Context: an optimization exercise on an open-source flow, tuned for small area. The choices shown serve that exercise and are no tape-out recipe.

## the previous run
==> flow/design.v (excerpt) <==
module keccak_nonce_scanner #(
    parameter int CORE_LATENCY = 50,
    parameter int NONCE_WIDTH  = 32,
    parameter int FIFO_DEPTH   = 4
) (
    input  logic                     clk,
    input  logic                     reset,
    input  logic                     work_load,
    input  logic [511-NONCE_WIDTH:0] work_header,
    input  logic [NONCE_WIDTH-1:0]   start_nonce,
    input  logic [NONCE_WIDTH-1:0]   end_nonce,
    input  logic [63:0]              target,
    output logic [511:0]             core_data,
    input  logic [511:0]             core_hash,
    output logic                     busy,
    output logic                     done,
    output logic                     found_valid,
    input  logic                     found_ready,
    output logic [NONCE_WIDTH-1:0]   found_nonce,
    output logic [15:0]              drop_count
);
    localparam int PTR_W = $clog2(FIFO_DEPTH);
    localparam int D_CMP = CORE_LATENCY + 1;
    localparam int D_MAX = CORE_LATENCY + 2;
    localparam int D_W   = $clog2(D_MAX + 1);
    logic [511-NONCE_WIDTH:0] header;
    logic [NONCE_WIDTH-1:0]   end_r;
    logic [NONCE_WIDTH-1:0]   nonce;       
    logic                     first;       
    logic [63:0]              target_r;
    logic [D_W-1:0]           dcnt;        
    logic                     hit;
    logic [NONCE_WIDTH-1:0]   hit_nonce;   
    logic                     last;
    logic                     cmp;
    logic [NONCE_WIDTH-1:0]   fifo_mem [FIFO_DEPTH];
    logic [PTR_W-1:0]         rd_ptr;
    logic [PTR_W-1:0]         wr_ptr;
    logic                     full;
    logic                     pop;
    logic                     push;
    assign core_data = {header, nonce};
    assign last = busy && (dcnt == D_W'(D_MAX)) && (hit_nonce == end_r);
    assign cmp  = busy && ((dcnt == D_W'(D_CMP)) || (dcnt == D_W'(D_MAX))) && !last;
    always_ff @(posedge clk) begin
        if (work_load) begin
            header   <= work_header;
            end_r    <= end_nonce;
            target_r <= target;
        end
        nonce     <= work_load ? start_nonce : nonce + NONCE_WIDTH'(!first);
        first     <= work_load;
        hit_nonce <= nonce - NONCE_WIDTH'(CORE_LATENCY);
    end
    always_ff @(posedge clk) begin
        if (reset) begin
  ...
export LEC_CHECK = 0
export CAP_MARGIN = 20
export CORE_AREA = 5 5 295 295
export DIE_AREA = 0 0 300 300
export PLACE_DENSITY_LB_ADDON = 0.15
export SLEW_MARGIN = 20
create_clock -name core_clock -period 6.0 [get_ports {clk}]
standard.sh (not shown) runs the stock make flow with config.mk's settings and CLKGATE_MAP_FILE= SYNTH_SCRIPT=/design/flow/synth_recipe.tcl, a recipe that flattens the netlist after the stock synthesis.
==> flow/flow/run.sh <==
#!/bin/bash
# Standard ORFS layout, with these changes:
#  - port buffers are buf_1 instead of the flow's default pick;
#  - pins may sit one routing track apart, so a smaller die holds them all;
#  - CTS uses clkbuf_8 with larger sink clusters and no dummy loads.
set -euo pipefail
bash standard.sh \
  "BUFFER_PORTS_ARGS=-buffer_cell sky130_fd_sc_hd__buf_1" \
  "PLACE_PINS_ARGS=-min_distance 1 -min_distance_in_tracks" \
  "CTS_ARGS=-sink_clustering_enable -repair_clock_nets -dont_use_dummy_load -buf_list sky130_fd_sc_hd__clkbuf_8 -sink_clustering_size 20 -sink_clustering_max_diameter 100" \
  finish > make_finish.log 2>&1
Flow for the previous run halted at global routing, error code GRT-0116.
What the current run does differently from the previous run at the input level:
# the previous run
export LEC_CHECK = 0
export CAP_MARGIN = 20
export CORE_AREA = 5 5 295 295
export DIE_AREA = 0 0 300 300
export PLACE_DENSITY_LB_ADDON = 0.15
export SLEW_MARGIN = 20
create_clock -name core_clock -period 6.0 [get_ports {clk}]
# the current run
export LEC_CHECK = 0
export CAP_MARGIN = 20
export CORE_AREA = 5 5 515 515
export DIE_AREA = 0 0 520 520
export PLACE_DENSITY_LB_ADDON = 0.15
export SLEW_MARGIN = 20
create_clock -name core_clock -period 6.0 [get_ports {clk}]
==> flow/flow/run.sh <==
#!/bin/bash
# Standard ORFS layout, with two changes:
#  - port buffers are buf_1 instead of the flow's default pick;
#  - CTS inserts no dummy loads.
set -euo pipefail
bash standard.sh \
  "BUFFER_PORTS_ARGS=-buffer_cell sky130_fd_sc_hd__buf_1" \
  "CTS_ARGS=-sink_clustering_enable -repair_clock_nets -dont_use_dummy_load" \
  finish > make_finish.log 2>&1
Results
Having completed the whole flow, the current run delivered a layout that passed the timing, design-rule and antenna checks. Taking the previous run as the reference, in the current run deepest level of the CTS H-tree now larger; distinct cell type count after synthesis comparable; clock buffer count from CTS now larger; number of enable-type register cells in the synthesized netlist comparable. Reported for the previous run and the current run, sequential area share after synthesis turned out identical to the last digit. The initial core utilization of the current run falls short of that of the previous run by 23 points.
Function was not checked in any run of this note: the RTL went through the layout flow alone.

-- port drivers added, routing unchanged --
In the flow no input, the clock included, has a driving cell. The finished layout below was timed again as built, in two steps. Step 1 sets driving cells, clkbuf_16 on the clock port and buf_2 on the other inputs (assumed; they add their load-dependent delay and slew). Step 2 moves the port delays by t, midway between the first and last clock arrival at a register: inputs arrive t later, outputs are due t later. That takes back most of the time a late clock gives input paths. Three values: ideal ports, drivers, drivers and shift; two values: the first two.
run: the current run
shift t [ns]: 0.824
slack for setup (ns): 1.870 / 1.764 / 2.076
worst data-port slew with drivers (ns): 0.45
pins driven straight from the clock port: 1
After both steps the current run still meets setup and hold. The setup slack of the current run moves by -0.106 ns with the drivers and by +0.206 ns with both steps.
